Background: an optimization exercise with open tools, aiming at small area, a short achievable clock period and few clock cycles per item. Do not read the settings as production practice.
Function not checked in this run: the RTL went through the layout flow alone.
Power and IR drop assume default switching activity.

**flow/run.sh**
```bash
#!/bin/bash
# synth_recipe.tcl (not shown) runs the flow's synth.tcl, then flattens the netlist and writes it again
# the make line also repeats each setting of config.mk as NAME=value (left out here)
make -C /OpenROAD-flow-scripts/flow DESIGN_CONFIG=/design/flow/config.mk WORK_HOME=/design/flow/orfs CLKGATE_MAP_FILE= SYNTH_SCRIPT=/design/flow/synth_recipe.tcl finish
```
**flow/design.v**
```verilog
package fol_pkg;
  localparam int unsigned KEY_W       = 8;
  localparam int unsigned POS_W       = 3;
  localparam int unsigned HIT_COUNT_W = 16;
  localparam int unsigned ENTRIES     = 8;
endpackage
module fol_ctrl (
  input  logic clk_i,
  input  logic rst_ni,
  input  logic in_valid_i,
  output logic in_ready_o,
  output logic out_valid_o,
  input  logic out_ready_i,
  output logic k_load_o,    
  output logic k_from2_o,   
  output logic k2_load_o,   
  output logic l_load_o,    
  output logic fire_o,      
  output logic l_valid_o    
);
  logic k2v_q, kv_q, lv_q, ov_q;
  logic accept, l_free;
  assign in_ready_o = !k2v_q;
  assign accept     = in_valid_i && !k2v_q;
  assign fire_o     = lv_q && (!ov_q || out_ready_i);
  assign l_free     = !lv_q || fire_o;
  assign l_load_o   = l_free;
  assign k_load_o   = !kv_q || l_free;
  assign k_from2_o  = k2v_q;
  assign k2_load_o  = accept && kv_q && !l_free;
  always_ff @(posedge clk_i or negedge rst_ni) begin
    if (!rst_ni) begin
      k2v_q <= 1'b0;
      kv_q  <= 1'b0;
      lv_q  <= 1'b0;
      ov_q  <= 1'b0;
    end else begin
      if (k_load_o) kv_q <= k2v_q || accept;
      if (k_load_o) k2v_q <= 1'b0;
      else if (accept) k2v_q <= 1'b1;
      if (l_free) lv_q <= kv_q;
      if (fire_o) ov_q <= 1'b1;
      else if (out_ready_i) ov_q <= 1'b0;
    end
  end
  assign out_valid_o = ov_q;
  assign l_valid_o   = lv_q;
endmodule
module fol_datapath (
  input  logic                              clk_i,
  input  logic                              rst_ni,
  input  logic                              k_load_i,
  input  logic                              k_from2_i,
  input  logic                              k2_load_i,
  input  logic                              l_load_i,
  input  logic                              fire_i,
  input  logic                              l_valid_i,
  input  logic [fol_pkg::KEY_W-1:0]         key_i,
  output logic                              hit_o,
  output logic [fol_pkg::POS_W-1:0]         old_position_o,
  output logic [fol_pkg::POS_W-1:0]         new_position_o,
  output logic [fol_pkg::HIT_COUNT_W-1:0]   hit_count_o
);
  localparam int unsigned N  = fol_pkg::ENTRIES;
  localparam int unsigned PW = fol_pkg::POS_W;
  localparam int unsigned CW = fol_pkg::HIT_COUNT_W;
  function automatic logic gt_f(input logic [CW-1:0] a, input logic [CW-1:0] b);
    logic [CW-1:0] g, l;
    g = a & ~b;
    l = ~a & b;
    for (int s = 1; s < CW; s = s * 2)
      for (int i = 0; i + s < CW; i = i + 2 * s) begin
        g[i] = g[i + s] | (!l[i + s] & g[i]);
        l[i] = l[i + s] | (!g[i + s] & l[i]);
      end
    gt_f = g[0];
  endfunction
  logic [3:0]    k2_q, k_q;       
  logic [3:0]    l_q;             
  logic [CW:0]   c2_q;            
  logic [PW-1:0] skey_q [N];      
  logic [CW-1:0] scnt_q [N];      
  logic [N-2:0]  ne_q;            
  logic [N-2:0]  one_q;           
  logic [3:0]    key_code, k_d;
  logic [CW-1:0] c_k, c_new;
  logic [CW:0]   c2_d;
  logic [N-1:0]  kmatch, match, t3, rng, run, run2, q1, at_d;
  logic          hit, sat;
  logic [PW-1:0] p, d;
  assign key_code = {(key_i >= fol_pkg::KEY_W'(1)) && (key_i <= fol_pkg::KEY_W'(N)),
                     PW'(key_i - fol_pkg::KEY_W'(1))};
  assign k_d = k_from2_i ? k2_q : key_code;
  always_ff @(posedge clk_i) begin
    if (k2_load_i) k2_q <= key_code;
    if (k_load_i)  k_q  <= k_d;
  end
  always_comb begin
    c_k = '0;
    for (int i = 0; i < N; i++) begin
      kmatch[i] = k_q[3] && (skey_q[i] == k_q[2:0]);
      c_k       = c_k | (scnt_q[i] & {CW{kmatch[i]}});
    end
    c2_d = (l_valid_i && l_q[3] && k_q[3] && (l_q[2:0] == k_q[2:0]))
           ? {1'b0, c_new} + (CW+1)'(2)
           : {1'b0, c_k} + (CW+1)'(2);
  end
  always_ff @(posedge clk_i) begin
    if (l_load_i) begin
      l_q  <= k_q;
      c2_q <= c2_d;
    end
  end
  always_comb begin
    hit   = l_q[3];
    c_new = c2_q[CW] ? '1 : c2_q[CW-1:0] - CW'(1);
    sat   = c2_q[CW] && c2_q[0];
    for (int i = 0; i < N; i++) begin
      match[i] = hit && (skey_q[i] == l_q[2:0]);
      t3[i]    = !c2_q[CW] && gt_f(scnt_q[i], c2_q[CW-1:0]);
    end
    for (int i = N - 1; i >= 0; i--)
      run[i] = match[i] || ((i < N - 1) && run[(i + 1) % N] && !ne_q[i % (N - 1)]);
    for (int i = 0; i < N; i++)
      q1[i] = run[i] && ((i == 0) || ne_q[(i + N - 2) % (N - 1)]);
    for (int i = N - 1; i >= 0; i--)
      run2[i] = (i < N - 1) && ((q1[(i + 1) % N] && one_q[i % (N - 1)]) ||
                                (run2[(i + 1) % N] && !ne_q[i % (N - 1)]));
    for (int i = 0; i < N; i++) begin
      rng[i]  = run[i] || run2[i];
      at_d[i] = rng[i] && ((i == 0) || !rng[(i + N - 1) % N]);
    end
    p[2] = match[4] | match[5] | match[6] | match[7];
    p[1] = match[2] | match[3] | match[6] | match[7];
    p[0] = match[1] | match[3] | match[5] | match[7];
    d[2] = at_d[4] | at_d[5] | at_d[6] | at_d[7];
    d[1] = at_d[2] | at_d[3] | at_d[6] | at_d[7];
    d[0] = at_d[1] | at_d[3] | at_d[5] | at_d[7];
  end
  always_ff @(posedge clk_i or negedge rst_ni) begin
    if (!rst_ni) begin
      for (int i = 0; i < N; i++) begin
        skey_q[i] <= PW'(i);
        scnt_q[i] <= '0;
      end
      ne_q  <= '0;
      one_q <= '0;
    end else if (fire_i) begin
      for (int i = 0; i < N - 1; i++) begin
        if (!sat) begin
          if (q1[i + 1]) begin
            ne_q[i]  <= !rng[i];
            one_q[i] <= !rng[i] && !t3[i];
          end else if (q1[i]) begin
            ne_q[i]  <= 1'b1;
            one_q[i] <= !ne_q[i];
          end
        end
      end
      for (int i = 0; i < N; i++) begin
        if (q1[i]) scnt_q[i] <= c_new;
        if (at_d[i])      skey_q[i] <= l_q[2:0];
        else if (rng[i])  skey_q[i] <= skey_q[(i + N - 1) % N];
      end
    end
  end
  logic                hit_q;
  logic [PW-1:0]       old_q, new_q;
  logic [CW-1:0]       hc_q;
  always_ff @(posedge clk_i) begin
    if (fire_i) begin
      hit_q <= hit;
      old_q <= p;
      new_q <= d;
      hc_q  <= c_new & {CW{hit}};
    end
  end
  assign hit_o          = hit_q;
  assign old_position_o = old_q;
  assign new_position_o = new_q;
  assign hit_count_o    = hc_q;
endmodule
module frequency_ordered_list_top (
  input  logic                              clk_i,
  input  logic                              rst_ni,
  input  logic                              in_valid_i,
  output logic                              in_ready_o,
  input  logic [fol_pkg::KEY_W-1:0]         in_key_i,
  output logic                              out_valid_o,
  input  logic                              out_ready_i,
  output logic                              out_hit_o,
  output logic [fol_pkg::POS_W-1:0]         out_old_position_o,
  output logic [fol_pkg::POS_W-1:0]         out_new_position_o,
  output logic [fol_pkg::HIT_COUNT_W-1:0]   out_hit_count_o
);
  logic k_load, k_from2, k2_load, l_load, fire, l_valid;
  fol_ctrl u_ctrl (
    .clk_i      (clk_i),
    .rst_ni     (rst_ni),
    .in_valid_i (in_valid_i),
    .in_ready_o (in_ready_o),
    .out_valid_o(out_valid_o),
    .out_ready_i(out_ready_i),
    .k_load_o   (k_load),
    .k_from2_o  (k_from2),
    .k2_load_o  (k2_load),
    .l_load_o   (l_load),
    .fire_o     (fire),
    .l_valid_o  (l_valid)
  );
  fol_datapath u_dp (
    .clk_i         (clk_i),
    .rst_ni        (rst_ni),
    .k_load_i      (k_load),
    .k_from2_i     (k_from2),
    .k2_load_i     (k2_load),
    .l_load_i      (l_load),
    .fire_i        (fire),
    .l_valid_i     (l_valid),
    .key_i         (in_key_i),
    .hit_o         (out_hit_o),
    .old_position_o(out_old_position_o),
    .new_position_o(out_new_position_o),
    .hit_count_o   (out_hit_count_o)
  );
endmodule
```
**flow/config.mk**
```make
export PLATFORM = sky130hd
export DESIGN_NAME = frequency_ordered_list_top
export DESIGN_NICKNAME = frequency_ordered_list_top
export VERILOG_FILES = /design/flow/design.v
export SDC_FILE = /design/flow/constraint.sdc
export NUM_CORES = 4
export LEC_CHECK = 0
export CAP_MARGIN = 20
export CORE_MARGIN = 2
export CORE_UTILIZATION = 40
export SETUP_SLACK_MARGIN = 1.5
export SLEW_MARGIN = 20
```
**flow/constraint.sdc**
```tcl
create_clock -name core_clock -period 5.0 [get_ports {clk_i}]
set_input_delay 1.0000 -clock core_clock [delete_from_list [all_inputs] [get_ports {clk_i}]]
set_output_delay 1.0000 -clock core_clock [all_outputs]
set_load 0.01 [all_outputs]
```
==> impl_metrics.py <==
metrics = {
    "synthesis": {
        "post-synth-top-area-fraction": 0.300,
        "synth_edf_count": 52,
        "synth_fp_nets": 1452,
        "synth_cell_types": 90,
        "netlist_top_cells_count": "nand2_1 (173), dfrtp_1 (158), nor2_1 (121)",
        "syn-mean-instance-area_sq_um": 9.18,
        "synth.most_common_cell": "nand2_1",
        "synthCells": 1435,
        "ys_seq_area_frac": 0.443,
        "ys_dominant_reg_cell": "dfrtp_1",
        "synth_top_cell_by_area": "dfrtp_1",
        "yosys_register_bits": 222,
        "yosys_warnings": 4,
        "syn-cell-area_sq_um": 13200,
        "ys_async_sr_fraction": 0.766,
        "synth_top_cells_by_area": "dfrtp_1 (30%), edfxtp_1 (12%), nand2_1 (4.9%)",
    },
    "timing": {
        "final-setup-viol-count": 0,
        "minimum_clock_period_after_layout_ns": 3.37,
        "worst_slack_ns": 1.63,
        "setup_tns_ns": 0,
        "finalHoldViolations": 0,
        "clock_skew_ns": 0.0237,
        "fmax_mhz": 297,
        "transition_time_of_the_tightest_slew_check_pin_ns": 1.10,
        "max_slew_vio_count": 0,
        "period_share": 0.673,
        "tightest_slew_margin_relative_to_the_limit": 0.265,
        "grt_setup_unrepaired": "true",
    },
    "drt": {
        "drt-total-wl_microns": 44900,
        "post_drt_via_cell_ratio": 5.99,
        "wl_met3_microns": 4080,
        "met2_routed_wirelength_microns": 19400,
        "detail-route-antenna-nets": 0,
        "detail_route.drc_violations": 0,
        "detailedRoute.firstIterationViolations": 1265,
        "drt-pass1-iter-count": 6,
        "dr_total_vias": 11486,
        "route.top_layer_used": "met5",
        "wl_met1_microns": 19700,
        "routedWlPerCell_microns": 23.4,
    },
    "hold_path": {
        "min_delay_path_depth": 1,
        "type_of_the_tightest_min_delay_check": "reg -> reg",
        "whs_endpoint": "u_ctrl.lv_q",
        "worstHoldStart": "u_ctrl.kv_q",
    },
    "power_and_ir_drop": {
        "power_leakage_nw": 5.91,
        "vdd.ir_drop.worst_v": 0.000298,
        "power.density_nw_per_um2": 608,
    },
    "cts": {
        "clock_sinks": 222,
        "cts_buffer_depth": 3,
        "clock_insertion_delay_worst_skew_ns": 0.57,
        "cts_root_buffer": "clkbuf_16",
        "numCtsBuffers": 27,
        "h-tree-depth": 1,
        "worst_setup_hold_path_clk_slew_ns": 0.06,
        "clock_tree_from_tritoncts": "yes",
    },
    "global_route": {
        "antenna_found_initial": 2,
        "grt_use_total": 0.264,
        "first_global_vias": 10830,
        "grt_remaining_overflow": 0,
        "grt_pass1_wl_microns": 68000,
        "grt_start_max_net_pins": 98,
    },
    "place": {
        "place_worst_setup_slack_ns": 1.24,
        "hpwl_after_dpl_microns": 31700,
        "gp_congestion": 0.975,
        "place.port_buffers": 36,
    },
    "floorplan": {
        "fp.coreArea_sq_um": 32500,
        "start_util": 0.406,
        "io-pin-count": 37,
        "chipWidth_microns": 185,
        "num_rows": 66,
        "floorplan.die_area_sq_um": 34400,
        "floorplan.die.height_microns": 185,
    },
    "worst_setup_path": {
        "timing.critical_path.from_type": "flip-flop",
        "r2r_start": "u_dp.k_q[0]",
        "path_class": "reg -> reg",
        "rrSetupSlack_ns": 1.63,
        "worst-endpoint-arrival_ns": 3.67,
        "critPathRequiredTime_ns": 5.31,
        "worstRegToRegCells": 11,
        "r2r_end": "u_dp.c2_q[11]",
        "critical_path.endpoint_type": "flip-flop",
        "worstPathMaxFanout": 10,
    },
    "final_layout": {
        "fraction_of_layout_instances_using_a_drive_strength_above_1": 0.110,
        "syn2layout_area_growth_pct": 14.2,
        "count_of_nets_after_finishing": 1473,
        "diodes": 0,
    },
    "outcome": {
        "status": "complete, no violations",
    },
    "job": {
        "maxCapViolCount": 0,
    },
}
cells by family after synthesis:
family / share of synthesized area
and+or+nand+nor: 0.189
DFF: 0.443
buffers and inverters: 0.0472
xor gates and xnor gates: 0.0452
adders and majority gates: 0.0371
muxes: 0.0350
AOI/OAI and AO/OA: 0.204
power breakdown:
part	internal, W	switching [W]
clock	0.00116	0.000809
sequential	0.00257	0.000928
combinational	0.00140	0.00228
total	0.00513	0.00402
worst max-delay path by stage:
stage                           start                 to  depth (start not counted)
after floorplan           out_ready_i  u_dp.skey_q[2][0]                          7
after global placement    out_ready_i  u_dp.scnt_q[7][0]                          7
after detailed placement  u_dp.k_q[2]      u_dp.c2_q[11]                          9
after CTS                 u_dp.k_q[2]      u_dp.c2_q[15]                          9
after global routing      u_dp.k_q[0]      u_dp.c2_q[14]                          9
final                     u_dp.k_q[0]      u_dp.c2_q[11]                         11
metrics by stage:
step	utilization	area [sq um]	total power, W	hold WS [ns]	cells
after floorplan	-	13200	0.00563	0.428	1435
after global placement	0.430	14000	0.00696	0.444	1856
after detailed placement	0.430	14000	0.00703	0.455	1856
after CTS	0.458	14900	0.00904	0.468	1906
after global routing	0.464	15000	0.00969	0.498	1919
final	0.464	15000	0.00915	0.469	1919
sequential cells by signal (all words and copies together) (netlist names), 7 cells and up:
register and flops:
u_dp.c2_q 17, u_dp.hc_q 16, u_dp.ne_q 7, u_dp.one_q 7
u_dp.scnt_q 128, u_dp.skey_q 24
repair_timing:
| item | in CTS | in global routing |
|---|---|---|
| setup buffers | 0 | 13 |
| resized for setup | 1 | 6 |
| endpoints found under the setup margin | 6 | 26 |
| hold buffers | 0 | 0 |
| pin swaps | 0 | 1 |
metal layers:
metal  vias to the layer above  GRT usage
li1                       5288          -
met1                      5554      0.373
met2                       535      0.396
met3                       107     0.0562
met4                         2     0.0981
met5                         -          0
critical path: stages (launching register included):
cell,delay (ns)
edfxtp_1,0.67
xor2_1,0.19
buf_4,0.23
nor4b_4,0.06
buf_4,0.19
a2111oi_0,0.73
a41oi_1,0.33
ha_1,0.31
inv_1,0.15
nor3_4,0.08
nand3_1,0.09
xor2_1,0.08
cell usage in the layout (no fill, tap or decap), types with 23 or more instances in the layout:
| master | count |
|---|---|
| nand2_1 | 173 |
| dfrtp_1 | 158 |
| nor2_1 | 120 |
| o21ai_0 | 110 |
| a21oi_1 | 96 |
| inv_1 | 58 |
| edfxtp_1 | 52 |
| a22oi_1 | 38 |
| nor4_1 | 37 |
| maj3_1 | 37 |
| buf_4 | 37 |
| nor2b_1 | 36 |
| xor2_1 | 35 |
| clkdlybuf4s50_1 | 35 |
| xnor2_1 | 30 |
| mux2i_1 | 27 |
| clkbuf_16 | 27 |
| nand3_1 | 23 |
cell type report:
class,count,area (sq um)
well taps,442,553
inverters,65,244
clock buffers,36,749
multi-input cells,1062,6780
repair buffers,78,739
fillers,3159,17400
flip-flops and latches,222,5830
clock inverters,14,146

separate check: timing with driven ports:
The results above use ideal ports. As a check the final layout listed here was re-extracted and re-timed, cells and wires unchanged.
Step 1: set_driving_cell puts a clkbuf_16 on clk_i and a buf_2 on each other input, an assumption about the parent block.
Step 2 moves the port delays by t, midway between the first and last clock arrival at a register: inputs arrive t later, outputs are due t later. That takes back most of the time a late clock gives input paths.
a / b / c = ideal / step 1 / step 2; a / b = the first two.
t, ns: 0.605
slack for setup (ns): 1.635 / 1.635 / 1.304
hold WS [ns]: 0.469 / 0.469 / 0.469
worst register clock-pin slew, ns: 0.06 / 0.06
worst data-port slew with drivers (ns): 0.04
After both steps this run still meets setup and hold. The setup slack of this run moves by 0.000 ns with the drivers and by -0.331 ns with both steps.
